Context: an optimization exercise on an open-source flow, tuned for small area, a short achievable clock period and few clock cycles per item. The choices shown serve that exercise and are no tape-out recipe.
Function was checked by simulation only, so behaviour that the tests miss may differ from the original.

==> flow/run.sh <==
#!/bin/bash
# synth_recipe.tcl (not shown) runs the flow's synth.tcl, then flattens the netlist and writes it again
# the make line also repeats each setting of config.mk as NAME=value (left out here)
make -C /OpenROAD-flow-scripts/flow DESIGN_CONFIG=/design/flow/config.mk WORK_HOME=/design/flow/orfs CLKGATE_MAP_FILE= SYNTH_SCRIPT=/design/flow/synth_recipe.tcl finish
==> flow/design.v <==
`default_nettype none
package ttc_pkg;
   localparam int POS_W   = 32;             
   localparam int UV_W    = 24;             
   localparam int DPOS_W  = POS_W + 1;      
   localparam int DUV_W   = UV_W + 1;       
   localparam int NUM_W   = DPOS_W + DUV_W + 1;   
   localparam int FRAC_W  = 16;
   localparam int AXES    = 3;
   localparam int DMAG_W  = 2 * (DUV_W - 1) + 1;  
   localparam int Z_W     = DMAG_W + FRAC_W;      
   localparam int W_W     = DMAG_W + 3;           
   localparam int QUO_W   = POS_W;                
   localparam int NCH     = 2;
   localparam int CW      = (DUV_W + NCH - 1) / NCH;
   localparam int LCW     = DUV_W - (NCH - 1) * CW;    
   localparam int ACC_W   = DPOS_W + CW + 2;    
   localparam int LO_W    = (NCH - 1) * CW;
   localparam int K       = 4;
   localparam int NRUN    = QUO_W / K;
endpackage
`default_nettype wire
`default_nettype none
module ttc_front (
   input  wire logic                              clock,
   input  wire logic                              reset,
   input  wire logic                              req_valid,
   output logic                                   req_stall,
   input  wire logic signed [ttc_pkg::POS_W-1:0]  req_pos_x,
   input  wire logic signed [ttc_pkg::POS_W-1:0]  req_pos_y,
   input  wire logic signed [ttc_pkg::POS_W-1:0]  req_pos_z,
   input  wire logic signed [ttc_pkg::UV_W-1:0]   req_tex_u,
   input  wire logic signed [ttc_pkg::UV_W-1:0]   req_tex_v,
   output logic                                   job_busy,
   input  wire logic                              job_release,
   input  wire logic                              release_next,   
   output logic                                   job_start,      
   output logic signed [ttc_pkg::DUV_W-1:0]       du_new,         
   output logic signed [ttc_pkg::DUV_W-1:0]       dv_new,
   output logic [ttc_pkg::AXES-1:0][ttc_pkg::DPOS_W-1:0] dp1,
   output logic [ttc_pkg::AXES-1:0][ttc_pkg::DPOS_W-1:0] dp2,
   output logic signed [ttc_pkg::DUV_W-1:0]       du1,
   output logic signed [ttc_pkg::DUV_W-1:0]       dv1,
   output logic signed [ttc_pkg::DUV_W-1:0]       du2,
   output logic signed [ttc_pkg::DUV_W-1:0]       dv2
);
   logic [1:0] count_ff, count_in;
   logic busy_ff, busy_in;
   logic stall_ff;
   logic signed [ttc_pkg::POS_W-1:0] p0_ff [0:ttc_pkg::AXES-1];
   logic signed [ttc_pkg::UV_W-1:0]  u0_ff, v0_ff;
   logic signed [ttc_pkg::POS_W-1:0] in_pos [0:ttc_pkg::AXES-1];
   logic signed [ttc_pkg::DPOS_W-1:0] dp_in [0:ttc_pkg::AXES-1];
   logic signed [ttc_pkg::DUV_W-1:0]  du_in, dv_in;
   logic accept;
   assign in_pos[0] = req_pos_x;
   assign in_pos[1] = req_pos_y;
   assign in_pos[2] = req_pos_z;
   assign req_stall = stall_ff;
   assign accept    = req_valid && !stall_ff;
   assign job_busy  = busy_ff;
   assign job_start = accept && (count_ff == 2'd2);
   assign du_new    = du_in;
   assign dv_new    = dv_in;
   always_comb begin
      count_in = count_ff;
      if (accept) count_in = (count_ff == 2'd2) ? 2'd0 : count_ff + 2'd1;
      busy_in = busy_ff;
      if (job_start) busy_in = 1'b1;
      else if (job_release) busy_in = 1'b0;
   end
   always_comb begin
      for (int a = 0; a < ttc_pkg::AXES; a++) begin
         dp_in[a] = ttc_pkg::DPOS_W'(in_pos[a]) - ttc_pkg::DPOS_W'(p0_ff[a]);
      end
      du_in = ttc_pkg::DUV_W'(req_tex_u) - ttc_pkg::DUV_W'(u0_ff);
      dv_in = ttc_pkg::DUV_W'(req_tex_v) - ttc_pkg::DUV_W'(v0_ff);
   end
   always_ff @(posedge clock) begin
      if (reset) begin
         count_ff <= 2'd0;
         busy_ff  <= 1'b0;
         stall_ff <= 1'b0;
      end else begin
         count_ff <= count_in;
         busy_ff  <= busy_in;
         stall_ff <= (count_in != 2'd0) && busy_in && !release_next;
      end
   end
   always_ff @(posedge clock) begin
      if (accept && count_ff == 2'd0) begin
         for (int a = 0; a < ttc_pkg::AXES; a++) p0_ff[a] <= in_pos[a];
         u0_ff <= req_tex_u;
         v0_ff <= req_tex_v;
      end
      if (accept && count_ff == 2'd1) begin
         for (int a = 0; a < ttc_pkg::AXES; a++) dp1[a] <= dp_in[a];
         du1 <= du_in;
         dv1 <= dv_in;
      end
      if (accept && count_ff == 2'd2) begin
         for (int a = 0; a < ttc_pkg::AXES; a++) dp2[a] <= dp_in[a];
         du2 <= du_in;
         dv2 <= dv_in;
      end
   end
endmodule
`default_nettype wire
`default_nettype none
module ttc_mul (
   input  wire logic                              clock,
   input  wire logic                              reset,
   input  wire logic                              job_busy,
   output logic                                   job_release,
   output logic                                   release_next,
   input  wire logic                              job_start,
   input  wire logic signed [ttc_pkg::DUV_W-1:0]  du_new,
   input  wire logic signed [ttc_pkg::DUV_W-1:0]  dv_new,
   input  wire logic [ttc_pkg::AXES-1:0][ttc_pkg::DPOS_W-1:0] dp1,
   input  wire logic [ttc_pkg::AXES-1:0][ttc_pkg::DPOS_W-1:0] dp2,
   input  wire logic signed [ttc_pkg::DUV_W-1:0]  du1,
   input  wire logic signed [ttc_pkg::DUV_W-1:0]  dv1,
   input  wire logic signed [ttc_pkg::DUV_W-1:0]  du2,
   input  wire logic signed [ttc_pkg::DUV_W-1:0]  dv2,
   input  wire logic [ttc_pkg::AXES-1:0]          lane_free,
   output logic [ttc_pkg::AXES-1:0]               lane_load,
   output logic [ttc_pkg::Z_W-1:0]                lane_z,       
   output logic                                   lane_neg,
   output logic                                   lane_ovf,
   output logic                                   lane_degen,
   output logic [ttc_pkg::DMAG_W-1:0]             lane_den      
);
   localparam int CH_W = (ttc_pkg::NCH > 1) ? $clog2(ttc_pkg::NCH) : 1;
   localparam int S_W  = 6;
   localparam int NW   = ttc_pkg::NUM_W;
   localparam int ND   = (ttc_pkg::CW + 2) / 2;      
   localparam int SH_W = ttc_pkg::Z_W;
   logic [1:0]      k_ff, k_in;
   logic [CH_W-1:0] j_ff, j_in;
   logic            p1_ff, p1_in;         
   logic [1:0]      p1_k_ff;
   logic            p2_ff, p2_in;         
   logic [1:0]      p2_k_ff;
   logic last_chunk, adv, p1_go, p2_go;
   logic signed [ttc_pkg::DPOS_W-1:0] x1_ff, x2_ff, x1_in, x2_in;
   logic [3*ND-1:0] b1_ff, b2_ff, b1_in, b2_in;    
   logic [NW-1:0]   s_ff, c_ff, s_in, c_in;
   function automatic logic [3*ND-1:0] booth(input logic [ttc_pkg::CW:0] c, input logic neg_y);
      logic [ttc_pkg::CW+1:0] e;
      logic b2, b1, b0;
      e = {c, 1'b0};
      for (int m = 0; m < ND; m++) begin
         b2 = e[2*m+2]; b1 = e[2*m+1]; b0 = e[2*m];
         booth[3*m]   = b1 ^ b0;
         booth[3*m+1] = (b2 & !b1 & !b0) | (!b2 & b1 & b0);
         booth[3*m+2] = neg_y ? (!b2 & (b1 | b0)) : (b2 & !(b1 & b0));
      end
   endfunction
   function automatic logic [ttc_pkg::CW:0] chunk(input logic [ttc_pkg::DUV_W-1:0] y,
                                                  input logic [CH_W-1:0] j);
      chunk = '0;
      for (int i = 0; i < ttc_pkg::NCH; i++) begin
         if (j == CH_W'(i)) begin
            if (i == 0)
               chunk = (ttc_pkg::CW+1)'(signed'(y[ttc_pkg::DUV_W-1 -: ttc_pkg::LCW]));
            else
               chunk = {1'b0, y[(ttc_pkg::NCH-1-i)*ttc_pkg::CW +: ttc_pkg::CW]};
         end
      end
   endfunction
   assign last_chunk   = (j_ff == CH_W'(ttc_pkg::NCH - 1));
   assign p2_go        = p2_ff && ((p2_k_ff == 2'd0) || lane_free[p2_k_ff - 2'd1]);
   assign p1_go        = p1_ff && (!p2_ff || p2_go);
   assign adv          = job_busy && (!p1_ff || p1_go);
   assign job_release  = adv && last_chunk && (k_ff == 2'd3);
   assign release_next = (k_in == 2'd3) && (j_in == CH_W'(ttc_pkg::NCH - 1)) && !p1_in;
   logic [1:0]      k_adv;
   logic [CH_W-1:0] j_adv;
   always_comb begin
      j_adv = last_chunk ? '0 : j_ff + 1'b1;
      k_adv = last_chunk ? k_ff + 2'd1 : k_ff;
      k_in = adv ? k_adv : k_ff;
      j_in = adv ? j_adv : j_ff;
      p1_in = p1_ff;
      if (adv && last_chunk) p1_in = 1'b1;
      else if (p1_go)        p1_in = 1'b0;
      p2_in = p2_ff;
      if (p1_go)      p2_in = 1'b1;
      else if (p2_go) p2_in = 1'b0;
      x1_in = ttc_pkg::DPOS_W'(du1);
      x2_in = ttc_pkg::DPOS_W'(du2);
      for (int a = 0; a < ttc_pkg::AXES; a++) begin
         if (k_adv == 2'(a + 1)) begin
            x1_in = signed'(dp1[a]);
            x2_in = signed'(dp2[a]);
         end
      end
      b1_in = booth(chunk(dv2, j_adv), 1'b0);
      b2_in = booth(chunk(dv1, j_adv), 1'b1);
      if (job_start) begin
         x1_in = ttc_pkg::DPOS_W'(du1);
         x2_in = ttc_pkg::DPOS_W'(du_new);
         b1_in = booth(chunk(dv_new, '0), 1'b0);
         b2_in = booth(chunk(dv1, '0), 1'b1);
      end
   end
   always_ff @(posedge clock) begin
      if (reset) begin
         k_ff  <= '0;
         j_ff  <= '0;
         p1_ff <= 1'b0;
         p2_ff <= 1'b0;
      end else begin
         k_ff  <= k_in;
         j_ff  <= j_in;
         p1_ff <= p1_in;
         p2_ff <= p2_in;
      end
   end
   always_ff @(posedge clock) begin
      if (adv || job_start) begin
         x1_ff <= x1_in;
         x2_ff <= x2_in;
         b1_ff <= b1_in;
         b2_ff <= b2_in;
      end
      if (adv) begin
         s_ff <= s_in;
         c_ff <= c_in;
         if (last_chunk) p1_k_ff <= k_ff;
      end
   end
   ttc_dot_cs #(
      .XW (ttc_pkg::DPOS_W),
      .ND (ND),
      .AW (NW),
      .SH (ttc_pkg::CW)
   ) u_dot (
      .first (j_ff == '0),
      .x1    (x1_ff),
      .x2    (x2_ff),
      .b1    (b1_ff),
      .b2    (b2_ff),
      .s     (s_ff),
      .c     (c_ff),
      .s_out (s_in),
      .c_out (c_in)
   );
   logic [NW-1:0] f_pos, f_negv;
   logic [NW-1:0] fmag_ff;
   logic          fneg_ff;
   assign f_pos  = s_ff + c_ff;
   assign f_negv = ~s_ff + ~c_ff + NW'(2);
   always_ff @(posedge clock) begin
      if (p1_go) begin
         fmag_ff <= f_pos[NW-1] ? f_negv : f_pos;
         fneg_ff <= f_pos[NW-1];
         p2_k_ff <= p1_k_ff;
      end
   end
   logic [ttc_pkg::DMAG_W-1:0] dmag_ff;
   logic [ttc_pkg::DMAG_W-1:0] dnorm_ff;
   logic [S_W-1:0]             s_sh_ff;
   logic                       dneg_ff;
   logic                       degen_ff;
   logic [S_W-1:0]             lz, sh;
   logic [SH_W-1:0]            shifted;
   always_comb begin
      lz = S_W'(ttc_pkg::DMAG_W - 1);
      for (int i = 0; i < ttc_pkg::DMAG_W; i++) begin
         if (fmag_ff[i]) lz = S_W'(ttc_pkg::DMAG_W - 1 - i);
      end
   end
   assign sh      = (p2_k_ff == 2'd0) ? lz : s_sh_ff;
   assign shifted = SH_W'(fmag_ff) << sh;
   always_ff @(posedge clock) begin
      if (p2_go && p2_k_ff == 2'd0) begin
         dmag_ff  <= fmag_ff[ttc_pkg::DMAG_W-1:0];
         dnorm_ff <= shifted[ttc_pkg::DMAG_W-1:0];
         s_sh_ff  <= lz;
         dneg_ff  <= fneg_ff;
         degen_ff <= (fmag_ff == '0);
      end
   end
   always_comb begin
      lane_load = '0;
      for (int a = 0; a < ttc_pkg::AXES; a++) begin
         lane_load[a] = p2_go && (p2_k_ff == 2'(a + 1));
      end
   end
   assign lane_z     = shifted;
   assign lane_neg   = fneg_ff ^ dneg_ff;
   assign lane_ovf   = (fmag_ff[NW-1:ttc_pkg::FRAC_W] >= NW'(dmag_ff));
   assign lane_degen = degen_ff;
   assign lane_den   = dnorm_ff;
endmodule
module ttc_dot_cs #(
   parameter int XW = 33,
   parameter int ND = 7,
   parameter int AW = 59,
   parameter int SH = 13
) (
   input  wire logic                 first,
   input  wire logic signed [XW-1:0] x1,
   input  wire logic signed [XW-1:0] x2,
   input  wire logic [3*ND-1:0]      b1,
   input  wire logic [3*ND-1:0]      b2,
   input  wire logic [AW-1:0]        s,
   input  wire logic [AW-1:0]        c,
   output logic [AW-1:0]             s_out,
   output logic [AW-1:0]             c_out
);
   localparam int RW = XW + 2;                 
   localparam int NR = 2 * ND + 5;             
   function automatic int count_at(input int n, input int lvl);
      count_at = n;
      for (int i = 0; i < 16; i++) begin
         if (i < lvl && count_at > 2) count_at = (count_at / 3) * 2 + (count_at % 3);
      end
   endfunction
   function automatic int levels(input int n);
      int cnt;
      cnt = n;
      levels = 0;
      for (int i = 0; i < 16; i++) begin
         if (cnt > 2) begin
            cnt = (cnt / 3) * 2 + (cnt % 3);
            levels = levels + 1;
         end
      end
   endfunction
   function automatic logic [AW-1:0] sign_const();
      logic [AW-1:0] k;
      k = '0;
      for (int m = 0; m < ND; m++) begin
         k = k - (AW'(1) << (RW - 1 + 2 * m));
         k = k - (AW'(1) << (RW - 1 + 2 * m));
      end
      sign_const = k;
   endfunction
   localparam int NL = levels(NR);
   logic [AW-1:0] rows [0:NR-1];
   always_comb begin
      logic [RW-1:0] mag, r;
      logic [AW-1:0] n1, n2;
      n1 = '0;
      n2 = '0;
      for (int m = 0; m < ND; m++) begin
         mag = b1[3*m] ? RW'(x1) : (b1[3*m+1] ? (RW'(x1) << 1) : '0);
         r   = b1[3*m+2] ? ~mag : mag;
         rows[2*m] = AW'({!r[RW-1], r[RW-2:0]}) << (2 * m);
         n1[2*m] = b1[3*m+2];
         mag = b2[3*m] ? RW'(x2) : (b2[3*m+1] ? (RW'(x2) << 1) : '0);
         r   = b2[3*m+2] ? ~mag : mag;
         rows[2*m+1] = AW'({!r[RW-1], r[RW-2:0]}) << (2 * m);
         n2[2*m] = b2[3*m+2];
      end
      rows[2*ND]   = n1;
      rows[2*ND+1] = n2;
      rows[2*ND+2] = sign_const();
      rows[2*ND+3] = first ? '0 : (s << SH);
      rows[2*ND+4] = first ? '0 : (c << SH);
   end
   for (genvar l = 0; l <= NL; l++) begin : g_lv
      localparam int N = count_at(NR, l);
      logic [AW-1:0] v [0:N-1];
      if (l == 0) begin : g_in
         for (genvar i = 0; i < N; i++) begin : g_i
            assign v[i] = rows[i];
         end
      end else begin : g_red
         localparam int P = count_at(NR, l - 1);
         for (genvar i = 0; i < P / 3; i++) begin : g_csa
            logic [AW-1:0] a, b, cc;
            assign a  = g_lv[l-1].v[3*i];
            assign b  = g_lv[l-1].v[3*i+1];
            assign cc = g_lv[l-1].v[3*i+2];
            assign v[2*i]   = a ^ b ^ cc;
            assign v[2*i+1] = ((a & b) | (a & cc) | (b & cc)) << 1;
         end
         for (genvar i = 0; i < P % 3; i++) begin : g_pass
            assign v[2*(P/3)+i] = g_lv[l-1].v[3*(P/3)+i];
         end
      end
   end
   assign s_out = g_lv[NL].v[0];
   assign c_out = g_lv[NL].v[1];
endmodule
`default_nettype wire
`default_nettype none
module ttc_div_lane (
   input  wire logic                           clock,
   input  wire logic                           reset,
   input  wire logic                           load,
   input  wire logic [ttc_pkg::Z_W-1:0]        z,
   input  wire logic [ttc_pkg::DMAG_W-1:0]     den,
   input  wire logic                           neg,
   input  wire logic                           ovf,
   input  wire logic                           degen,
   output logic                                free,      
   output logic                                done,      
   input  wire logic                           take,      
   output logic [ttc_pkg::W_W-1:0]             res_s,
   output logic [ttc_pkg::W_W-1:0]             res_c,
   output logic [ttc_pkg::QUO_W-1:0]           res_p,
   output logic [ttc_pkg::QUO_W-1:0]           res_n,
   output logic                                res_neg,
   output logic                                res_ovf,
   output logic                                res_degen
);
   localparam int W   = ttc_pkg::W_W;
   localparam int QW  = ttc_pkg::QUO_W;
   localparam int CN_W = $clog2(ttc_pkg::NRUN + 1);
   logic run_ff, done_ff;
   logic [CN_W-1:0] cnt_ff;
   logic [W-1:0]  s_ff, c_ff;
   logic [QW-1:0] pq_ff, nq_ff;
   logic [ttc_pkg::DMAG_W-1:0] den_ff;
   logic neg_ff, ovf_ff, degen_ff;
   logic [W-1:0]  s_st [0:ttc_pkg::K];
   logic [W-1:0]  c_st [0:ttc_pkg::K];
   logic [QW-1:0] p_st [0:ttc_pkg::K];
   logic [QW-1:0] n_st [0:ttc_pkg::K];
   logic [3:0]    e_st [0:ttc_pkg::K];
   logic [3:0]    est_ff;
   always_comb begin
      logic [W-1:0] a, b, e, m, dz;
      logic [W-1:0] ec [0:2];
      logic [3:0]   cand [0:2];
      logic         qp, qn;
      dz = W'(den_ff);
      ec[0] = ~dz;       
      ec[1] = '0;        
      ec[2] = dz;        
      s_st[0] = s_ff;
      c_st[0] = c_ff;
      p_st[0] = pq_ff;
      n_st[0] = nq_ff;
      e_st[0] = est_ff;
      for (int i = 0; i < ttc_pkg::K; i++) begin
         a  = {s_st[i][W-2:0], p_st[i][QW-1]};
         b  = {c_st[i][W-2:0], 1'b0};
         qp = !e_st[i][3];                      
         qn = e_st[i][3] && (e_st[i] != 4'hF);  
         e  = qp ? ec[0] : (qn ? ec[2] : ec[1]);
         m  = (a & b) | (a & e) | (b & e);
         s_st[i+1] = a ^ b ^ e;
         c_st[i+1] = {m[W-2:0], qp};
         p_st[i+1] = {p_st[i][QW-2:0], qp};
         n_st[i+1] = {n_st[i][QW-2:0], qn};
         for (int d = 0; d < 3; d++) begin
            cand[d] = (a[W-2:W-5] ^ b[W-2:W-5] ^ ec[d][W-2:W-5])
                    + ((a[W-3:W-6] & b[W-3:W-6]) | (a[W-3:W-6] & ec[d][W-3:W-6])
                       | (b[W-3:W-6] & ec[d][W-3:W-6]));
         end
         e_st[i+1] = qp ? cand[0] : (qn ? cand[2] : cand[1]);
      end
   end
   always_ff @(posedge clock) begin
      if (reset) begin
         run_ff  <= 1'b0;
         done_ff <= 1'b0;
      end else begin
         if (load) begin
            run_ff  <= 1'b1;
            done_ff <= 1'b0;
         end else begin
            if (run_ff && cnt_ff == '0) begin
               run_ff  <= 1'b0;
               done_ff <= 1'b1;
            end
            if (done_ff && take) done_ff <= 1'b0;
         end
      end
   end
   always_ff @(posedge clock) begin
      if (load) begin
         s_ff     <= W'(z[ttc_pkg::Z_W-1:ttc_pkg::FRAC_W]);
         c_ff     <= '0;
         pq_ff    <= {z[ttc_pkg::FRAC_W-1:0], {(QW - ttc_pkg::FRAC_W){1'b0}}};
         nq_ff    <= '0;
         den_ff   <= den;
         neg_ff   <= neg;
         ovf_ff   <= ovf;
         degen_ff <= degen;
         cnt_ff   <= CN_W'(ttc_pkg::NRUN - 1);
         est_ff   <= {2'b00, z[ttc_pkg::Z_W-1 -: 2]};
      end else if (run_ff) begin
         est_ff <= e_st[ttc_pkg::K];
         s_ff   <= s_st[ttc_pkg::K];
         c_ff   <= c_st[ttc_pkg::K];
         pq_ff  <= p_st[ttc_pkg::K];
         nq_ff  <= n_st[ttc_pkg::K];
         cnt_ff <= cnt_ff - 1'b1;
      end
   end
   assign res_s     = s_ff;
   assign res_c     = c_ff;
   assign res_p     = pq_ff;
   assign res_n     = nq_ff;
   assign res_neg   = neg_ff;
   assign res_ovf   = ovf_ff;
   assign res_degen = degen_ff;
   assign done = done_ff;
   assign free = (!run_ff && !done_ff) || (done_ff && take);
endmodule
`default_nettype wire
`default_nettype none
module ttc_back (
   input  wire logic                            clock,
   input  wire logic                            reset,
   input  wire logic [ttc_pkg::AXES-1:0]        lane_load,
   input  wire logic [ttc_pkg::Z_W-1:0]         lane_z,
   input  wire logic                            lane_neg,
   input  wire logic                            lane_ovf,
   input  wire logic                            lane_degen,
   input  wire logic [ttc_pkg::DMAG_W-1:0]      lane_den,
   output logic [ttc_pkg::AXES-1:0]             lane_free,
   output logic                                 rsp_valid,
   input  wire logic                            rsp_stall,
   output logic signed [ttc_pkg::POS_W-1:0]     rsp_tangent_x,
   output logic signed [ttc_pkg::POS_W-1:0]     rsp_tangent_y,
   output logic signed [ttc_pkg::POS_W-1:0]     rsp_tangent_z,
   output logic                                 rsp_degenerate,
   output logic                                 rsp_clipped
);
   localparam int AX = ttc_pkg::AXES;
   localparam int W  = ttc_pkg::W_W;
   localparam int QW = ttc_pkg::QUO_W;
   logic [AX-1:0] full_ff;
   logic [AX-1:0] clip_ff;
   logic [ttc_pkg::POS_W-1:0] tan_ff [0:AX-1];
   logic degen_ff;
   logic [AX-1:0] done, ready, take;
   logic [W-1:0]  r_s [0:AX-1];
   logic [W-1:0]  r_c [0:AX-1];
   logic [QW-1:0] r_p [0:AX-1];
   logic [QW-1:0] r_n [0:AX-1];
   logic [AX-1:0] r_neg, r_ovf, r_degen;
   logic taken;
   logic f2_ff;
   logic [AX-1:0] f2_ax_ff;
   for (genvar g = 0; g < AX; g++) begin : g_lane
      ttc_div_lane u_lane (
         .clock     (clock),
         .reset     (reset),
         .load      (lane_load[g]),
         .z         (lane_z),
         .den       (lane_den),
         .neg       (lane_neg),
         .ovf       (lane_ovf),
         .degen     (lane_degen),
         .free      (lane_free[g]),
         .done      (done[g]),
         .take      (take[g]),
         .res_s     (r_s[g]),
         .res_c     (r_c[g]),
         .res_p     (r_p[g]),
         .res_n     (r_n[g]),
         .res_neg   (r_neg[g]),
         .res_ovf   (r_ovf[g]),
         .res_degen (r_degen[g])
      );
      assign ready[g] = done[g] && !full_ff[g] && !(f2_ff && f2_ax_ff[g]);
   end
   assign take[0] = ready[0];
   assign take[1] = ready[1] && !ready[0];
   assign take[2] = ready[2] && !ready[1] && !ready[0];
   logic [W-1:0]  f_s, f_c, wsum;
   logic [QW-1:0] f_p, f_n, opa, opb, t0, t1, t2, t, value;
   logic          f_neg, f_ovf, f_degen, wneg, sat, clip;
   logic [QW-1:0] t_ff;
   logic          neg_ff, ovf_ff, dg_ff;
   always_comb begin
      f_s = r_s[0]; f_c = r_c[0]; f_p = r_p[0]; f_n = r_n[0];
      f_neg = r_neg[0]; f_ovf = r_ovf[0]; f_degen = r_degen[0];
      for (int a = 1; a < AX; a++) begin
         if (take[a]) begin
            f_s = r_s[a]; f_c = r_c[a]; f_p = r_p[a]; f_n = r_n[a];
            f_neg = r_neg[a]; f_ovf = r_ovf[a]; f_degen = r_degen[a];
         end
      end
   end
   assign wsum = f_s + f_c;
   assign wneg = wsum[W-1];
   assign opa  = f_neg ? f_n : f_p;
   assign opb  = f_neg ? ~f_p : ~f_n;
   assign t0   = opa + opb;
   assign t1   = opa + opb + QW'(1);
   assign t2   = opa + opb + QW'(2);
   assign t    = !wneg ? t1 : (f_neg ? t2 : t0);
   always_ff @(posedge clock) begin
      if (reset) begin
         f2_ff <= 1'b0;
      end else begin
         f2_ff <= |take;
      end
   end
   always_ff @(posedge clock) begin
      t_ff     <= t;
      neg_ff   <= f_neg;
      ovf_ff   <= f_ovf;
      dg_ff    <= f_degen;
      f2_ax_ff <= take;
   end
   assign sat  = ovf_ff || (neg_ff ? (!t_ff[QW-1] && (t_ff != '0)) : t_ff[QW-1]);
   assign clip = !dg_ff && sat;
   always_comb begin
      if (dg_ff) begin
         value = '0;
      end else if (sat) begin
         value = neg_ff ? 32'h8000_0000 : 32'h7FFF_FFFF;
      end else begin
         value = t_ff;
      end
   end
   assign rsp_valid = &full_ff;
   assign taken     = rsp_valid && !rsp_stall;
   always_ff @(posedge clock) begin
      if (reset) begin
         full_ff <= '0;
      end else begin
         for (int a = 0; a < AX; a++) begin
            if (f2_ff && f2_ax_ff[a]) full_ff[a] <= 1'b1;
            else if (taken) full_ff[a] <= 1'b0;
         end
      end
   end
   always_ff @(posedge clock) begin
      for (int a = 0; a < AX; a++) begin
         if (f2_ff && f2_ax_ff[a]) begin
            tan_ff[a]  <= value;
            clip_ff[a] <= clip;
         end
      end
      if (f2_ff && f2_ax_ff[0]) degen_ff <= dg_ff;
   end
   assign rsp_tangent_x  = tan_ff[0];
   assign rsp_tangent_y  = tan_ff[1];
   assign rsp_tangent_z  = tan_ff[2];
   assign rsp_degenerate = degen_ff;
   assign rsp_clipped    = |clip_ff;
endmodule
`default_nettype wire
`default_nettype none
module triangle_tangent_calc_unit (
   input  wire logic                              clock,
   input  wire logic                              reset,
   input  wire logic                              req_valid,
   output logic                                   req_stall,
   input  wire logic signed [ttc_pkg::POS_W-1:0]  req_pos_x,
   input  wire logic signed [ttc_pkg::POS_W-1:0]  req_pos_y,
   input  wire logic signed [ttc_pkg::POS_W-1:0]  req_pos_z,
   input  wire logic signed [ttc_pkg::UV_W-1:0]   req_tex_u,
   input  wire logic signed [ttc_pkg::UV_W-1:0]   req_tex_v,
   output logic                                   rsp_valid,
   input  wire logic                              rsp_stall,
   output logic signed [ttc_pkg::POS_W-1:0]       rsp_tangent_x,
   output logic signed [ttc_pkg::POS_W-1:0]       rsp_tangent_y,
   output logic signed [ttc_pkg::POS_W-1:0]       rsp_tangent_z,
   output logic                                   rsp_degenerate,
   output logic                                   rsp_clipped
);
   logic job_busy, job_release, release_next, job_start;
   logic signed [ttc_pkg::DUV_W-1:0]  du_new, dv_new;
   logic [ttc_pkg::AXES-1:0][ttc_pkg::DPOS_W-1:0] dp1;
   logic [ttc_pkg::AXES-1:0][ttc_pkg::DPOS_W-1:0] dp2;
   logic signed [ttc_pkg::DUV_W-1:0]  du1, dv1, du2, dv2;
   logic [ttc_pkg::AXES-1:0]          lane_free, lane_load;
   logic [ttc_pkg::Z_W-1:0]           lane_z;
   logic                              lane_neg, lane_ovf, lane_degen;
   logic [ttc_pkg::DMAG_W-1:0]        lane_den;
   ttc_front u_front (
      .clock       (clock),
      .reset       (reset),
      .req_valid   (req_valid),
      .req_stall   (req_stall),
      .req_pos_x   (req_pos_x),
      .req_pos_y   (req_pos_y),
      .req_pos_z   (req_pos_z),
      .req_tex_u   (req_tex_u),
      .req_tex_v   (req_tex_v),
      .job_busy    (job_busy),
      .job_release (job_release),
      .release_next(release_next),
      .job_start   (job_start),
      .du_new      (du_new),
      .dv_new      (dv_new),
      .dp1         (dp1),
      .dp2         (dp2),
      .du1         (du1),
      .dv1         (dv1),
      .du2         (du2),
      .dv2         (dv2)
   );
   ttc_mul u_mul (
      .clock       (clock),
      .reset       (reset),
      .job_busy    (job_busy),
      .job_release (job_release),
      .release_next(release_next),
      .job_start   (job_start),
      .du_new      (du_new),
      .dv_new      (dv_new),
      .dp1         (dp1),
      .dp2         (dp2),
      .du1         (du1),
      .dv1         (dv1),
      .du2         (du2),
      .dv2         (dv2),
      .lane_free   (lane_free),
      .lane_load   (lane_load),
      .lane_z      (lane_z),
      .lane_neg    (lane_neg),
      .lane_ovf    (lane_ovf),
      .lane_degen  (lane_degen),
      .lane_den    (lane_den)
   );
   ttc_back u_back (
      .clock          (clock),
      .reset          (reset),
      .lane_load      (lane_load),
      .lane_z         (lane_z),
      .lane_neg       (lane_neg),
      .lane_ovf       (lane_ovf),
      .lane_degen     (lane_degen),
      .lane_den       (lane_den),
      .lane_free      (lane_free),
      .rsp_valid      (rsp_valid),
      .rsp_stall      (rsp_stall),
      .rsp_tangent_x  (rsp_tangent_x),
      .rsp_tangent_y  (rsp_tangent_y),
      .rsp_tangent_z  (rsp_tangent_z),
      .rsp_degenerate (rsp_degenerate),
      .rsp_clipped    (rsp_clipped)
   );
endmodule
`default_nettype wire
==> flow/config.mk <==
export PLATFORM = sky130hd
export DESIGN_NAME = triangle_tangent_calc_unit
export DESIGN_NICKNAME = triangle_tangent_calc_unit
export VERILOG_FILES = /design/flow/design.v
export SDC_FILE = /design/flow/constraint.sdc
export NUM_CORES = 4
export LEC_CHECK = 0
export CAP_MARGIN = 20
export CORE_MARGIN = 2
export CORE_UTILIZATION = 35
export PLACE_DENSITY = 0.5
export SETUP_SLACK_MARGIN = 2.5
export SLEW_MARGIN = 20
==> flow/constraint.sdc <==
create_clock -name core_clock -period 11.0 [get_ports {clock}]
set_input_delay 2.2000 -clock core_clock [delete_from_list [all_inputs] [get_ports {clock}]]
set_output_delay 2.2000 -clock core_clock [all_outputs]
set_load 0.01 [all_outputs]
==> impl_results.md, run 1 <==
- Run status: complete, no violations
- Area share of the leading cell type in the synthesized netlist: 0.284
- RSZ-0062 raised after global routing: yes
- Final core occ: 0.390
- Final Slew Violations: 0
- Slew HR: 0.216
- Final setup fails: 0
- Worst Max-Slew Pin Slew: 1.17 ns
- Cell count after synthesis: 13,700
- Total track usage: 0.223
- Fillers: 38,600
- DRC: 0
- RePlAce Congestion: 0.901
- Final ANT Viol Nets: 0
- Count of unique library cells instantiated by Yosys: 103
- GRT Residual Overflow: 0
- Drt first pass iters: 7
- Die Span Y: 629 microns
- Post-layout minimum cycle time: 8.18 ns
- Avg WL per Cell: 23.6 microns
- Starting DRC count in detailed routing: between 7,000 and 8,000
- H-tree depth: 4
- Worst Setup Start Kind: flop
- Clock root buffer: clkbuf_16
- Crit share post-route: 0.744
- Synthesized area: roughly 140,000 sq um
- CP Data Arrival Time: between 8 and 9 ns
- Fin nets: 15,800
- Largest net degree at the start of global routing: 180
- Syn nets: 15,800
- CP Data Required Time: 11.64 ns
- Crit path kind: reg -> reg
- CTS max path bufs: 4
- Top-Level Pins: 248
- Initial Util: 0.351
- Max-cap viol count: 0
- Cts hold-fix bufs: 0
- Area delta synth->final: 11.1%
- Vias in the first global route: just over 100k
- Clock-pin slew on the worst setup and hold paths: around 0.060 ns
- Fmax: 122 MHz
- CTS Buf Count: about 200
- Share of cells above drive strength 1: 0.0616
- First-pass GRT wire length: 667,000 microns
- Fin Clk Skew: 0.0550 ns
- Leading area contributor after synthesis: edfxtp_1
- Register bit total from synthesis: 1,674
- Post-synth top flop: edfxtp_1
- Post-synth ARST share: 0
- DR vias: 99,300
- Setup TNS: 0 ns
- Row Count: 229
- Core footprint: roughly 400,000 sq um
- Worst hold path type: reg -> reg
- Critical-path maximum fanout: between 50 and 60
- Synth Area per Inst: 9.94 sq um
- Die area: slightly below 400,000 sq um
- Fin. Hold Viols: 0
- Dpl hpwl: 339,000 microns
- Post-synth EDFFs: 1,293
- CTS sink cnt: 1,674
- Antenna violations before repair: 28
- Synth Warn #: 29
- Drt via density: 5.21
- Port Buffers: between 200 and 250
- Die Wd: 629 microns
- Total wire length: 449,000 microns
- Crit end category: flop
- CTS tree: done
- Area contributors post-synth: edfxtp_1 28%, fa_1 17%, ha_1 7.4%
- Post-synthesis sequential area ratio: 0.340
- Clock Latency Late Sink: 0.91 ns
==> cells in the mapped netlist, drive strengths merged, types with 26 or more instances <==
cell type	instances
fa	1164
nor2b	71
a211oi	78
mux2i	651
mux4	52
nor3	114
and2	68
a21oi	705
or3	30
nand2b	71
nor4	46
a21o	164
nand4	40
o21a	68
a221oi	26
nand2	1523
xnor2	544
xor2	315
ha	805
inv	1825
edfxtp	1293
buf	149
o31ai	40
clkbuf	546
nand3	153
dfxtp	381
o211ai	35
and3	43
a31oi	46
a22oi	349
mux2	155
nor2	815
o21bai	57
o21ai	1007
==> logic make-up (layout without fill, tap and decap cells) <==
kind of cell,after synthesis,count (layout),share of synthesized area
muxes,858,858,0.0693
AOI/OAI and AO/OA,2777,2777,0.123
xor gates and xnor gates,859,859,0.0560
adders and majority gates,1970,1970,0.245
and+or+nand+nor,3068,3070,0.0964
DFF,1674,1674,0.340
buffers and inverters,2523,2630,0.0701
other,1,15,0.0000275
==> sequential cells by signal, summed over array words and instances, names as in the netlist, 96 cells and up <==
signal	count
u_back.g_lane.u_lane.s_ff	156
u_back.g_lane.u_lane.c_ff	153
u_back.g_lane.u_lane.den_ff	147
u_front.dp1	99
u_front.dp2	99
u_back.g_lane.u_lane.nq_ff	96
u_back.g_lane.u_lane.pq_ff	96
u_back.tan_ff	96
u_front.p0_ff	96
==> metal layers <==
layer	vias to the layer above	part of all wire	track usage	routed length [microns]
met2	2958	0.49	0.383	219000
met3	723	0.054	0.0280	24100
met4	14	0.036	0.0748	16300
met1	49200	0.42	0.288	190000
met5	-	0.00020	0	90
li1	46400	-	-	-
==> worst paths after layout <==
path                                           from                                 to  slack (ns)  cells past startpoint
setup / recovery  u_back.g_lane[2].u_lane.est_ff[3]  u_back.g_lane[2].u_lane.est_ff[1]        2.82                     25
hold reg to reg                    u_mul.p1_k_ff[1]                   u_mul.p2_k_ff[1]        0.42                      0
hold / removal                     u_mul.p1_k_ff[1]                   u_mul.p2_k_ff[1]        0.42                      0
setup reg to reg  u_back.g_lane[2].u_lane.est_ff[3]  u_back.g_lane[2].u_lane.est_ff[1]        2.82                     25
==> critical path, stage by stage, from the launching register on <==
cell and delay [ns]:
dfxtp_2 0.77, and2_4 0.50, buf_4 0.54, a21oi_1 0.17
fa_1 0.57, fa_1 0.65, inv_1 0.10, ha_1 0.28
a21o_1 0.17, a21oi_1 0.14, mux2i_1 0.11, xnor2_1 0.16
mux2i_1 0.32, xnor2_4 0.16, buf_6 0.52, o21ai_0 0.23
fa_1 0.48, inv_1 0.17, fa_1 0.50, inv_1 0.09
ha_1 0.15, inv_1 0.06, fa_1 0.53, nor2_1 0.05
o311ai_1 0.31, o21ai_1 0.10
==> through the flow <==
| stage | setup slack [ns] | hold slack (ns) | cells | area, sq um |
|---|---|---|---|---|
| floorplan | 2.68 | 0.400 | 13700 | 137000 |
| global placement | 1.45 | 0.413 | 18700 | 145000 |
| detailed placement | 1.41 | 0.405 | 18700 | 145000 |
| CTS | 2.57 | 0.419 | 19000 | 151000 |
| global route | 2.46 | 0.436 | 19000 | 152000 |
| finish | 2.82 | 0.418 | 19100 | 152000 |
==> layout by cell type, fill, tap and decap left out, types with 162 or more instances in the layout <==
master           instances
ha_1                   805
mux2i_1                641
clkdlybuf4s50_1        247
nor2_1                 808
fa_1                  1163
inv_1                 1812
a21oi_1                699
o21ai_0                929
nand2_1               1511
a22oi_1                349
buf_4                  162
clkbuf_16              206
dfxtp_1                374
xor2_1                 312
a21o_1                 164
edfxtp_1              1293
xnor2_1                534
==> final cells by class <==
cell class	count	area (sq um)	share of cell area
antenna	14	35.0	0.000231
clock buffer	248	5400	0.0356
clock inverter	122	1260	0.00831
inverter	1828	6900	0.0455
multi-input combinational	9535	81000	0.534
sequential	1674	46500	0.306
tap	5197	6500	0.0429
timing repair buffer	432	4080	0.0269
==> repair_timing <==
action                                  4_1_cts  5_1_grt
endpoints found under the setup margin      301      191
resized for setup                            22       38
setup buffers                                 7        1
gates cloned                                  1        2
pin swaps                                     1        4
Testbench counts, summed over its fixed seeds: cycles 4,728, items 512.
==> run 2: changes to the inputs <==
--- a/flow/design.v
+++ b/flow/design.v
@@ -16,8 +16,10 @@
    localparam int LCW     = DUV_W - (NCH - 1) * CW;    
    localparam int ACC_W   = DPOS_W + CW + 2;    
    localparam int LO_W    = (NCH - 1) * CW;
-   localparam int K       = 4;
+   localparam int K       = 2;
    localparam int NRUN    = QUO_W / K;
+   localparam int NSET    = 2;
+   localparam int NLANE   = NSET * AXES;
 endpackage
 `default_nettype wire
 `default_nettype none
@@ -122,8 +124,8 @@
    input  wire logic signed [ttc_pkg::DUV_W-1:0]  dv1,
    input  wire logic signed [ttc_pkg::DUV_W-1:0]  du2,
    input  wire logic signed [ttc_pkg::DUV_W-1:0]  dv2,
-   input  wire logic [ttc_pkg::AXES-1:0]          lane_free,
-   output logic [ttc_pkg::AXES-1:0]               lane_load,
+   input  wire logic [ttc_pkg::NLANE-1:0]         lane_free,
+   output logic [ttc_pkg::NLANE-1:0]              lane_load,
    output logic [ttc_pkg::Z_W-1:0]                lane_z,       
    output logic                                   lane_neg,
    output logic                                   lane_ovf,
@@ -169,7 +171,18 @@
       end
    endfunction
    assign last_chunk   = (j_ff == CH_W'(ttc_pkg::NCH - 1));
-   assign p2_go        = p2_ff && ((p2_k_ff == 2'd0) || lane_free[p2_k_ff - 2'd1]);
+   localparam int SET_W = (ttc_pkg::NSET > 1) ? $clog2(ttc_pkg::NSET) : 1;
+   logic [SET_W-1:0] set_ff;
+   logic [ttc_pkg::AXES-1:0] set_free;
+   always_comb begin
+      for (int a = 0; a < ttc_pkg::AXES; a++) begin
+         set_free[a] = 1'b0;
+         for (int t = 0; t < ttc_pkg::NSET; t++) begin
+            if (set_ff == SET_W'(t)) set_free[a] = lane_free[t * ttc_pkg::AXES + a];
+         end
+      end
+   end
+   assign p2_go        = p2_ff && ((p2_k_ff == 2'd0) || set_free[p2_k_ff - 2'd1]);
    assign p1_go        = p1_ff && (!p2_ff || p2_go);
    assign adv          = job_busy && (!p1_ff || p1_go);
    assign job_release  = adv && last_chunk && (k_ff == 2'd3);
@@ -206,11 +219,15 @@
    end
    always_ff @(posedge clock) begin
       if (reset) begin
-         k_ff  <= '0;
-         j_ff  <= '0;
-         p1_ff <= 1'b0;
-         p2_ff <= 1'b0;
+         k_ff   <= '0;
+         j_ff   <= '0;
+         p1_ff  <= 1'b0;
+         p2_ff  <= 1'b0;
+         set_ff <= '0;
       end else begin
+         if (p2_go && p2_k_ff == 2'd3) begin
+            set_ff <= (set_ff == SET_W'(ttc_pkg::NSET - 1)) ? '0 : set_ff + 1'b1;
+         end
          k_ff  <= k_in;
          j_ff  <= j_in;
          p1_ff <= p1_in;
@@ -284,8 +301,10 @@
    end
    always_comb begin
       lane_load = '0;
-      for (int a = 0; a < ttc_pkg::AXES; a++) begin
-         lane_load[a] = p2_go && (p2_k_ff == 2'(a + 1));
+      for (int t = 0; t < ttc_pkg::NSET; t++) begin
+         for (int a = 0; a < ttc_pkg::AXES; a++) begin
+            lane_load[t * ttc_pkg::AXES + a] = p2_go && (p2_k_ff == 2'(a + 1)) && (set_ff == SET_W'(t));
+         end
       end
    end
    assign lane_z     = shifted;
@@ -509,13 +528,13 @@
 module ttc_back (
    input  wire logic                            clock,
    input  wire logic                            reset,
-   input  wire logic [ttc_pkg::AXES-1:0]        lane_load,
+   input  wire logic [ttc_pkg::NLANE-1:0]       lane_load,
    input  wire logic [ttc_pkg::Z_W-1:0]         lane_z,
    input  wire logic                            lane_neg,
    input  wire logic                            lane_ovf,
    input  wire logic                            lane_degen,
    input  wire logic [ttc_pkg::DMAG_W-1:0]      lane_den,
-   output logic [ttc_pkg::AXES-1:0]             lane_free,
+   output logic [ttc_pkg::NLANE-1:0]            lane_free,
    output logic                                 rsp_valid,
    input  wire logic                            rsp_stall,
    output logic signed [ttc_pkg::POS_W-1:0]     rsp_tangent_x,
@@ -531,16 +550,21 @@
    logic [AX-1:0] clip_ff;
    logic [ttc_pkg::POS_W-1:0] tan_ff [0:AX-1];
    logic degen_ff;
-   logic [AX-1:0] done, ready, take;
-   logic [W-1:0]  r_s [0:AX-1];
-   logic [W-1:0]  r_c [0:AX-1];
-   logic [QW-1:0] r_p [0:AX-1];
-   logic [QW-1:0] r_n [0:AX-1];
-   logic [AX-1:0] r_neg, r_ovf, r_degen;
+   localparam int NL    = ttc_pkg::NLANE;
+   localparam int NS    = ttc_pkg::NSET;
+   localparam int SET_W = (NS > 1) ? $clog2(NS) : 1;
+   logic [NL-1:0] done, take;
+   logic [AX-1:0] ready, take_ax;
+   logic [W-1:0]  r_s [0:NL-1];
+   logic [W-1:0]  r_c [0:NL-1];
+   logic [QW-1:0] r_p [0:NL-1];
+   logic [QW-1:0] r_n [0:NL-1];
+   logic [NL-1:0] r_neg, r_ovf, r_degen;
    logic taken;
    logic f2_ff;
    logic [AX-1:0] f2_ax_ff;
-   for (genvar g = 0; g < AX; g++) begin : g_lane
+   logic [SET_W-1:0] ns_ff [0:AX-1];     
+   for (genvar g = 0; g < NL; g++) begin : g_lane
       ttc_div_lane u_lane (
          .clock     (clock),
          .reset     (reset),
@@ -561,34 +585,52 @@
          .res_ovf   (r_ovf[g]),
          .res_degen (r_degen[g])
       );
-      assign ready[g] = done[g] && !full_ff[g] && !(f2_ff && f2_ax_ff[g]);
+      assign take[g] = take_ax[g % AX] && (ns_ff[g % AX] == SET_W'(g / AX));
+   end
+   always_comb begin
+      for (int a = 0; a < AX; a++) begin
+         ready[a] = 1'b0;
+         for (int t = 0; t < NS; t++) begin
+            if (ns_ff[a] == SET_W'(t)) ready[a] = done[t * AX + a];
+         end
+         ready[a] = ready[a] && !full_ff[a] && !(f2_ff && f2_ax_ff[a]);
+      end
+   end
+   assign take_ax[0] = ready[0];
+   assign take_ax[1] = ready[1] && !ready[0];
+   assign take_ax[2] = ready[2] && !ready[1] && !ready[0];
+   always_ff @(posedge clock) begin
+      for (int a = 0; a < AX; a++) begin
+         if (reset) begin
+            ns_ff[a] <= '0;
+         end else if (take_ax[a]) begin
+            ns_ff[a] <= (ns_ff[a] == SET_W'(NS - 1)) ? '0 : ns_ff[a] + 1'b1;
+         end
+      end
    end
-   assign take[0] = ready[0];
-   assign take[1] = ready[1] && !ready[0];
-   assign take[2] = ready[2] && !ready[1] && !ready[0];
    logic [W-1:0]  f_s, f_c, wsum;
-   logic [QW-1:0] f_p, f_n, opa, opb, t0, t1, t2, t, value;
+   logic [QW-1:0] f_p, f_n, opa, opb, t, value;
    logic          f_neg, f_ovf, f_degen, wneg, sat, clip;
-   logic [QW-1:0] t_ff;
+   logic [QW-1:0] opa_ff, opb_ff;
+   logic [1:0]    cin_ff;
    logic          neg_ff, ovf_ff, dg_ff;
    always_comb begin
-      f_s = r_s[0]; f_c = r_c[0]; f_p = r_p[0]; f_n = r_n[0];
-      f_neg = r_neg[0]; f_ovf = r_ovf[0]; f_degen = r_degen[0];
-      for (int a = 1; a < AX; a++) begin
-         if (take[a]) begin
-            f_s = r_s[a]; f_c = r_c[a]; f_p = r_p[a]; f_n = r_n[a];
-            f_neg = r_neg[a]; f_ovf = r_ovf[a]; f_degen = r_degen[a];
-         end
+      f_s = '0; f_c = '0; f_p = '0; f_n = '0;
+      f_neg = 1'b0; f_ovf = 1'b0; f_degen = 1'b0;
+      for (int l = 0; l < NL; l++) begin
+         f_s     = f_s     | (r_s[l] & {W{take[l]}});
+         f_c     = f_c     | (r_c[l] & {W{take[l]}});
+         f_p     = f_p     | (r_p[l] & {QW{take[l]}});
+         f_n     = f_n     | (r_n[l] & {QW{take[l]}});
+         f_neg   = f_neg   | (r_neg[l] & take[l]);
+         f_ovf   = f_ovf   | (r_ovf[l] & take[l]);
+         f_degen = f_degen | (r_degen[l] & take[l]);
       end
    end
    assign wsum = f_s + f_c;
    assign wneg = wsum[W-1];
    assign opa  = f_neg ? f_n : f_p;
    assign opb  = f_neg ? ~f_p : ~f_n;
-   assign t0   = opa + opb;
-   assign t1   = opa + opb + QW'(1);
-   assign t2   = opa + opb + QW'(2);
-   assign t    = !wneg ? t1 : (f_neg ? t2 : t0);
    always_ff @(posedge clock) begin
       if (reset) begin
          f2_ff <= 1'b0;
@@ -597,13 +639,16 @@
       end
    end
    always_ff @(posedge clock) begin
-      t_ff     <= t;
+      opa_ff   <= opa;
+      opb_ff   <= opb;
+      cin_ff   <= f_neg ? (wneg ? 2'd2 : 2'd1) : (wneg ? 2'd0 : 2'd1);
       neg_ff   <= f_neg;
       ovf_ff   <= f_ovf;
       dg_ff    <= f_degen;
-      f2_ax_ff <= take;
+      f2_ax_ff <= take_ax;
    end
-   assign sat  = ovf_ff || (neg_ff ? (!t_ff[QW-1] && (t_ff != '0)) : t_ff[QW-1]);
+   assign t    = opa_ff + opb_ff + QW'(cin_ff);
+   assign sat  = ovf_ff || (neg_ff ? (!t[QW-1] && (t != '0)) : t[QW-1]);
    assign clip = !dg_ff && sat;
    always_comb begin
       if (dg_ff) begin
@@ -611,7 +656,7 @@
       end else if (sat) begin
          value = neg_ff ? 32'h8000_0000 : 32'h7FFF_FFFF;
       end else begin
-         value = t_ff;
+         value = t;
       end
    end
    assign rsp_valid = &full_ff;
@@ -666,7 +711,7 @@
    logic [ttc_pkg::AXES-1:0][ttc_pkg::DPOS_W-1:0] dp1;
    logic [ttc_pkg::AXES-1:0][ttc_pkg::DPOS_W-1:0] dp2;
    logic signed [ttc_pkg::DUV_W-1:0]  du1, dv1, du2, dv2;
-   logic [ttc_pkg::AXES-1:0]          lane_free, lane_load;
+   logic [ttc_pkg::NLANE-1:0]         lane_free, lane_load;
    logic [ttc_pkg::Z_W-1:0]           lane_z;
    logic                              lane_neg, lane_ovf, lane_degen;
    logic [ttc_pkg::DMAG_W-1:0]        lane_den;
--- a/flow/config.mk
+++ b/flow/config.mk
@@ -6,8 +6,10 @@
 export NUM_CORES = 4
 export LEC_CHECK = 0
 export CAP_MARGIN = 20
+export CELL_PAD_IN_SITES_DETAIL_PLACEMENT = 0
+export CELL_PAD_IN_SITES_GLOBAL_PLACEMENT = 0
 export CORE_MARGIN = 2
-export CORE_UTILIZATION = 35
-export PLACE_DENSITY = 0.5
-export SETUP_SLACK_MARGIN = 2.5
+export CORE_UTILIZATION = 45
+export PLACE_DENSITY = 0.6
+export SETUP_SLACK_MARGIN = 5
 export SLEW_MARGIN = 20
==> impl_results.md, run 2 <==
- Crit end category: flop
- Crit path kind: reg -> reg
- Setup TNS: 0 ns (unchanged)
- Fmax: 173 MHz (+42%)
- CP Data Arrival Time: 6.58 ns (-2.24 ns)
- Worst hold path depth: 0 (unchanged)
- CTS tree: done
- Max stage delay on crit path: 0.59 ns (-0.18 ns)
- Area share of the leading cell type in the synthesized netlist: 0.305 (+0.0206)
- Hold Crit Endpoint: u_mul.p2_k_ff[0]
- DRC: 0 (unchanged)
- Most common library cells after synthesis: 1,650 x edfxtp_1, 1,557 x nand2_1, 1,351 x inv_1
- Core footprint: 359,000 sq um (-7.6%)
- Synth Area per Inst: 10.5 sq um (+5.7%)
- Starting DRC count in detailed routing: 14,300 (+80%)
- Count of unique library cells instantiated by Yosys: 103 (unchanged)
- Drt first pass iters: 12 (+5)
- Port Buffers: 247 (unchanged)
- Most frequent cell after synthesis: edfxtp_1
- Top-Level Pins: 248 (unchanged)
- Cell count after synthesis: 15,500 (+13%)
- Run status: complete, no violations
- Post-synth top flop: edfxtp_1
- Commonest non-fill, non-tap cell in the layout: edfxtp_1
- Fin Clk Skew: 0.0711 ns (+0.0161 ns)
- Top reg by flops: u_back.g_lane.u_lane.s_ff
- Place WS: 4.42 ns (+3.01 ns)
- Post-synth EDFFs: 1,650 (+28%)
- RSZ-0062 raised after global routing: yes
- Initial Util: 0.452 (+0.101)
- Post-synth ARST share: 0 (unchanged)
- Drt via density: 5.91 (+13%)
- CTS sink cnt: 2,405 (+44%)
- Total track usage: 0.281 (+0.0587)
- Max FFs per register: 312 (+100%)
- Worst Max-Slew Pin Slew: 1.24 ns (+0.0628 ns)
- Dpl hpwl: 379,000 microns (+12%)
- Slew HR: 0.174 (-0.0417)
- Crit share post-route: 0.524 (-0.219)
- CP Data Required Time: 11.81 ns (+0.17 ns)
- Leading area contributor after synthesis: edfxtp_1
- Row Count: 220 (-3.9%)
- Register bit total from synthesis: 2,405 (+44%)
- Fin. Hold Viols: 0 (unchanged)
- Final WS setup: 5.23 ns (+2.41 ns)
- Total wire length: 524,000 microns (+17%)
- Die area: 366,000 sq um (-7.4%)
- Worst hold path type: reg -> reg
- Final setup fails: 0 (unchanged)
- First-pass GRT wire length: 776,000 microns (+16%)
- Post-synthesis sequential area ratio: 0.398 (+0.0577)
- CTS max path bufs: 4 (unchanged)
- Area contributors post-synth: edfxtp_1 31%, fa_1 14%, dfxtp_1 9.3%
- Post-layout minimum cycle time: 5.77 ns (-2.41 ns)
- Share of cells above drive strength 1: 0.0643 (+0.00269)
- H-tree depth: 5 (+1)
- Cell chain of the critical path: mux2_2 -> a211oi_4 -> buf_12 -> buf_6 -> a222oi_1 -> nand2_1 -> ha_1 -> a21o_1 -> a21o_1 -> a21o_1 -> a21oi_1 -> nor2b_1 -> o21ai_0 -> nand2b_1 -> a21oi_1 -> o21ai_0 -> a21oi_2 -> xnor2_1 -> nor2_1
- Area delta synth->final: 10.1%
- Clock-pin slew on the worst setup and hold paths: 0.06 ns (about the same)
- RePlAce Congestion: 0.944 (+4.8%)
- Most frequent cells in the layout: 1,650 x edfxtp_1, 1,550 x nand2_1, 1,349 x inv_1
- Reg2reg start: u_back.ns_ff[0]
- Synth Warn #: 31 (+6.9%)
- Cts hold-fix bufs: 0 (unchanged)
- Largest net degree at the start of global routing: 122 (-32%)
- DR vias: 120,000 (+21%)
- Max-cap viol count: 0 (unchanged)
- Syn nets: 17,600 (+11%)
- Max stage delay cell, worst path: a211oi_4
- Antenna violations before repair: 22 (-21%)
- GRT Residual Overflow: 0 (unchanged)
- Die Wd: 605 microns (-3.8%)
- Fin nets: 17,400 (+10%)
- Critical Path Most Common Cell: a21o_1
- Worst reg2reg setup slack: 5.23 ns (+2.41 ns)
- Hold path startpoint: u_mul.p1_k_ff[0]
- Clock root buffer: clkbuf_16
- Critical-path maximum fanout: 115 (+110%)
- Clock Latency Late Sink: 0.93 ns (+0.02 ns)
- Worst Setup Start Kind: flop
- Avg WL per Cell: 25.8 microns (+9.6%)
- Final ANT Viol Nets: 0 (unchanged)
- Vias in the first global route: 118,000 (+18%)
- Synthesized area: 162,000 sq um (+19%)
- Top Registers: u_back.g_lane.u_lane.s_ff (312), u_back.g_lane.u_lane.c_ff (306), u_back.g_lane.u_lane.den_ff (294)
- Die Span Y: 605 microns (-3.8%)
- R2R Path End: u_back.cin_ff[1]
- Final Slew Violations: 0 (unchanged)
- CTS Buf Count: 283 (+40%)
- Reg2Reg Depth: 19 (-24%)
==> run 2: cell types whose count changed in the layout (fill, tap and decap cells not counted), sizes merged, moves of 132 or more <==
cell and change:
clkbuf +132, edfxtp +357, inv -472, a21oi -201, dfxtp +374, nor2 +196, o21ai +262, a222oi +278
nand3 +336
==> run 2: worst max path at each step <==
stage                                      from                               end
2_1_floorplan                         req_valid                  u_front.stall_ff
3_3_place_gp                       req_tex_u[0]                   u_mul.x2_ff[24]
3_5_place_dp                       req_tex_u[0]                   u_mul.x2_ff[27]
4_1_cts        u_back.g_lane[5].u_lane.s_ff[47]  u_back.g_lane[5].u_lane.s_ff[12]
5_1_grt                         u_back.ns_ff[1]                  u_back.cin_ff[1]
6_report                        u_back.ns_ff[0]                  u_back.cin_ff[1]
==> run 2: logic make-up after synthesis <==
logic type      share of synthesized area
simple gates                       0.0965
compound gates                      0.134
flops                               0.398
buf+inv                            0.0547
fa+ha+maj                           0.209
mux                                0.0617
xor+xnor                           0.0456
other cells                     0.0000231
==> run 2: per-stage QoR <==
step	hold slack [ns]	std cells	area (sq um)	utilization
6_report	0.425	20300	179000	0.498
5_1_grt	0.449	20300	179000	0.498
4_1_cts	0.428	20300	179000	0.498
3_5_place_dp	0.415	19700	169000	0.472
3_3_place_gp	0.414	19700	169000	0.471
2_1_floorplan	0.400	15500	163000	-
==> run 2: critical path, delay by kind of cell, from the launching register on <==
family / cells / cell delay [ns]
mux: 1 / 0.42
simple gates: 4 / 0.31
buf+inv: 2 / 1.02
compound gates: 10 / 2.86
xor+xnor: 1 / 0.20
fa+ha+maj: 1 / 0.24
flops: 1 / 0.44
==> run 2: final cells by class <==
type / count / area, sq um
fill: 32400 / 180000
multi-input combinational: 10700 / 89600
sequential: 2405 / 64700
clock buffer: 385 / 7920
tap: 4773 / 5970
inverter: 1358 / 5150
timing repair buffer: 457 / 4150
clock inverter: 133 / 1420
antenna: 4 / 10.0
==> run 2: repair_timing <==
action / CTS / global route
gates cloned: 1 / 1
endpoints found under the setup margin: 30 / 179
resized for setup: 2 / 14
setup buffers: 2 / 2
pin swaps: 1 / 1
==> run 2: per-layer routing <==
| layer | global-route usage | vias to the layer above | share of wire |
|---|---|---|---|
| met5 | 0 | - | 0.000082 |
| met4 | 0.127 | 6 | 0.051 |
| met3 | 0.0415 | 1194 | 0.077 |
| met2 | 0.469 | 5359 | 0.48 |
| met1 | 0.362 | 59200 | 0.40 |
| li1 | - | 54100 | - |
Testbench counts of run 2, summed over its fixed seeds: cycles 4,792, items 512.
==> run 3: changes to the inputs <==
==> flow/config.mk (replaced) <==
export PLATFORM = sky130hd
export DESIGN_NAME = triangle_tangent_calc_unit
export DESIGN_NICKNAME = triangle_tangent_calc_unit
export VERILOG_FILES = /design/flow/design.v
export SDC_FILE = /design/flow/constraint.sdc
export NUM_CORES = 4
export LEC_CHECK = 0
export CAP_MARGIN = 20
export CORE_MARGIN = 2
export CORE_UTILIZATION = 35
export PLACE_DENSITY = 0.5
export SETUP_SLACK_MARGIN = 5
export SLEW_MARGIN = 20
==> impl_results.md, run 3 <==
- Row Count: 250 (+14%)
- Register bit total from synthesis: 2,405 (unchanged)
- Crit share post-route: 0.531 (+0.00667)
- DRC: 0 (unchanged)
- H-tree depth: 5 (unchanged)
- First-pass GRT wire length: 830,000 microns (+7.0%)
- Final std cells w/o fill: 21,700 (+7.1%)
- Post-synth top flop: edfxtp_1
- Grt met1 use: 0.306 (-0.0565)
- CTS sink cnt: 2,405 (unchanged)
- Share of cells above drive strength 1: 0.0673 (+0.00306)
- Clock-pin slew on the worst setup and hold paths: 0.05 ns (about the same)
- Total wire length: 568,000 microns (+8.4%)
- Area share of the leading cell type in the synthesized netlist: 0.305 (unchanged)
- Core footprint: 463,000 sq um (+29%)
- CP Data Required Time: 11.65 ns (-0.16 ns)
- Worst hold path type: reg -> reg
- Most common library cells after synthesis: 1,650 x edfxtp_1, 1,557 x nand2_1, 1,351 x inv_1
- Reg2reg start: u_mul.b1_ff[4]
- Met2 usage: 0.398 (-0.0711)
- Post-synth ARST share: 0 (unchanged)
- Clock Latency Late Sink: 0.98 ns (+0.05 ns)
- Max stage delay on crit path: 1.04 ns (+0.45 ns)
- Critical-path maximum fanout: 28 (-76%)
- Run status: complete, no violations
- Crit path buf inv count: 2 (unchanged)
- Max FFs per register: 312 (unchanged)
- Hold Slack: 0.483 ns (+0.0579 ns)
- Clock root buffer: clkbuf_16
- Synth Area per Inst: 10.5 sq um (unchanged)
- Cell count after synthesis: 15,500 (unchanged)
- Fmax: 171 MHz (-1.3%)
- Final Slew Violations: 0 (unchanged)
- Fin Clk Skew: 0.0644 ns (-0.00668 ns)
- Crit path kind: reg -> reg
- Die Wd: 685 microns (+13%)
- Avg WL per Cell: 26.1 microns (+1.2%)
- GRT met3 Usage: 0.0343 (-0.00716)
- Cell chain of the critical path: nor2b_4 -> a22oi_1 -> xnor2_1 -> fa_1 -> inv_1 -> fa_1 -> fa_1 -> fa_1 -> fa_1 -> inv_1 -> fa_1
- Area delta synth->final: 11.7%
- Final ANT Viol Nets: 0 (unchanged)
- Post-synth EDFFs: 1,650 (unchanged)
- Worst hold path depth: 2 (+2)
- Post-layout minimum cycle time: 5.84 ns (+0.0733 ns)
- Worst Setup Start Kind: flop
- Drt first pass iters: 12 (unchanged)
- CTS Buf Count: 292 (+3.2%)
- R2R Path End: u_mul.s_ff[26]
- Starting DRC count in detailed routing: 12,400 (-13%)
- Leading area contributor after synthesis: edfxtp_1
- DR vias: 120,000 (-0.13%)
- Setup TNS: 0 ns (unchanged)
- Final setup fails: 0 (unchanged)
- Grt peak-use layer: met2
- Top-Level Pins: 248 (unchanged)
- Port Buffers: 247 (unchanged)
- # placed instances: 21,200 (+7.2%)
- Slew HR: 0.175 (+0.000981)
- Synth Warn #: 31 (unchanged)
- Worst reg2reg setup slack: 5.16 ns (-0.07 ns)
- Cts hold-fix bufs: 0 (unchanged)
- Most frequent cells in the layout: 1,650 x edfxtp_1, 1,550 x nand2_1, 1,350 x inv_1
- Worst Max-Slew Pin Slew: 1.23 ns (-0.00182 ns)
- Drt via density: 5.51 (-6.8%)
- Largest net degree at the start of global routing: 134 (+9.8%)
- Top delay family on crit path: adder cells
- Count of unique library cells instantiated by Yosys: 103 (unchanged)
- Area contributors post-synth: edfxtp_1 31%, fa_1 14%, dfxtp_1 9.3%
- Top Registers: u_back.g_lane.u_lane.s_ff (312), u_back.g_lane.u_lane.c_ff (306), u_back.g_lane.u_lane.den_ff (294)
- Fin nets: 17,400 (+0.18%)
- CP Data Arrival Time: 6.49 ns (-0.09 ns)
- Syn nets: 17,600 (unchanged)
- Critical Path Most Common Cell: fa_1
- Synthesized area: 162,000 sq um (unchanged)
- Vias in the first global route: 119,000 (+0.50%)
- Crit end category: flop
- Max stage delay cell, worst path: nor2b_4
- Die area: 470,000 sq um (+28%)
- Post-synthesis sequential area ratio: 0.398 (unchanged)
- Reg2Reg Depth: 11 (-8)
- RSZ-0062 raised after global routing: no
- RePlAce Congestion: 0.891 (-5.7%)
- Fin. Hold Viols: 0 (unchanged)
- Die Span Y: 685 microns (+13%)
- GRT Residual Overflow: 0 (unchanged)
- Hold Crit Endpoint: u_back.g_lane[0].u_lane.cnt_ff[2]
- Antenna violations before repair: 29 (+32%)
- Dpl hpwl: 417,000 microns (+10%)
- Max-cap viol count: 0 (unchanged)
- CTS tree: done
- Total track usage: 0.236 (-0.0454)
- Initial Util: 0.351 (-0.101)
- CTS max path bufs: 4 (unchanged)
- Hold path startpoint: u_back.g_lane[0].u_lane.cnt_ff[2]
- Commonest non-fill, non-tap cell in the layout: edfxtp_1
- Most frequent cell after synthesis: edfxtp_1
- Top reg by flops: u_back.g_lane.u_lane.s_ff
==> run 3: logic make-up (layout without fill, tap and decap cells) <==
| kind of cell | Yosys count | in the layout | synth area share |
|---|---|---|---|
| multiplexers | 919 | 919 | 0.0617 |
| XOR/XNOR | 845 | 845 | 0.0456 |
| buffers and inverters | 2308 | 2371 | 0.0547 |
| flip-flops | 2405 | 2405 | 0.398 |
| AND/OR/NAND/NOR | 3634 | 3636 | 0.0965 |
| adder cells (fa/ha/maj) | 2011 | 2011 | 0.209 |
| AO/OA/AOI/OAI | 3336 | 3336 | 0.134 |
| other | 1 | 12 | 0.0000231 |
==> run 3: what timing repair did <==
item / 4_1_cts / 5_1_grt
cloned: 2 / 1
gates resized for setup: 15 / 30
setup buffers: 3 / 3
setup endpoints to repair: 365 / 383
pin swaps: 3 / 2
==> run 3: per-stage QoR <==
| stage | cell area [sq um] | worst slack [ns] | util |
|---|---|---|---|
| 2_1_floorplan | 163000 | 4.43 | - |
| 3_3_place_gp | 171000 | 2.31 | 0.370 |
| 3_5_place_dp | 171000 | 3.93 | 0.370 |
| 4_1_cts | 181000 | 4.90 | 0.392 |
| 5_1_grt | 181000 | 4.96 | 0.392 |
| 6_report | 182000 | 5.16 | 0.392 |
==> run 3: worst max path at each step <==
stage | start | to | slack, ns | depth (start not counted)
after floorplan | req_valid | u_front.stall_ff | 4.43 | 6
after global placement | u_back.ns_ff[0] | u_back.g_lane[5].u_lane.s_ff[21] | 2.31 | 12
after detailed placement | u_back.ns_ff[0] | u_back.cin_ff[1] | 3.93 | 20
after CTS | u_back.ns_ff[0] | u_back.g_lane[2].u_lane.s_ff[14] | 4.90 | 14
after global routing | u_back.cin_ff[1] | u_back.tan_ff[0][3] | 4.96 | 16
final | u_mul.b1_ff[4] | u_mul.s_ff[26] | 5.16 | 11
==> run 3: area by class of cell <==
cell class                      instances  area, sq um
Inverter                             1358         5160
Sequential cell                      2405        64700
Clock buffer                          399         8200
Timing Repair Buffer                  479         4400
Antenna cell                           11         27.5
Clock inverter                        135         1640
Multi-Input combinational cell      10700        89600
Fill cell                           45200       281000
Tap cell                             6174         7720
==> run 3: per-layer routing <==
metal	share of wire	up-vias
li1	-	54200
met1	0.42	60000
met2	0.48	4469
met3	0.063	1035
met4	0.043	8
met5	0.00010	-
==> run 3: tightest hold or removal path: cells and delay by family, from the launching register on <==
kind	cells	cell delay, ns
xor gates and xnor gates	1	0.07
and+or+nand+nor	1	0.06
DFF	1	0.33

static timing again, ports no longer ideal:
The results above use ideal ports. As a check the final layouts listed here were re-extracted and re-timed, cells and wires unchanged.
Step 1, drivers: a clkbuf_16 drives clock and a buf_2 each remaining input, both assumed.
Step 2 times the ports against the registers' clock, not the clock port: input delays grow and output delays shrink by t, the midpoint of the rising clock arrivals with the driver on.
Three values: ideal, step 1, step 2; two values: the first two.
run | t, ns | slack for setup (ns) | slew at the worst register clock pin (ns) | pins driven straight from the clock port
run 1 | 1.001 | 2.820 / 2.820 / 2.820 | 0.07 / 0.07 | 1
run 2 | 1.020 | 5.235 / 5.235 / 4.558 | 0.07 / 0.07 | 1
run 3 | 1.077 | 5.161 / 5.161 / 4.333 | 0.07 / 0.07 | 1
After both steps setup and hold are still met in every run listed. The setup slack of run 3, which loses most, moves by 0.000 ns with the drivers and by -0.828 ns with both steps.
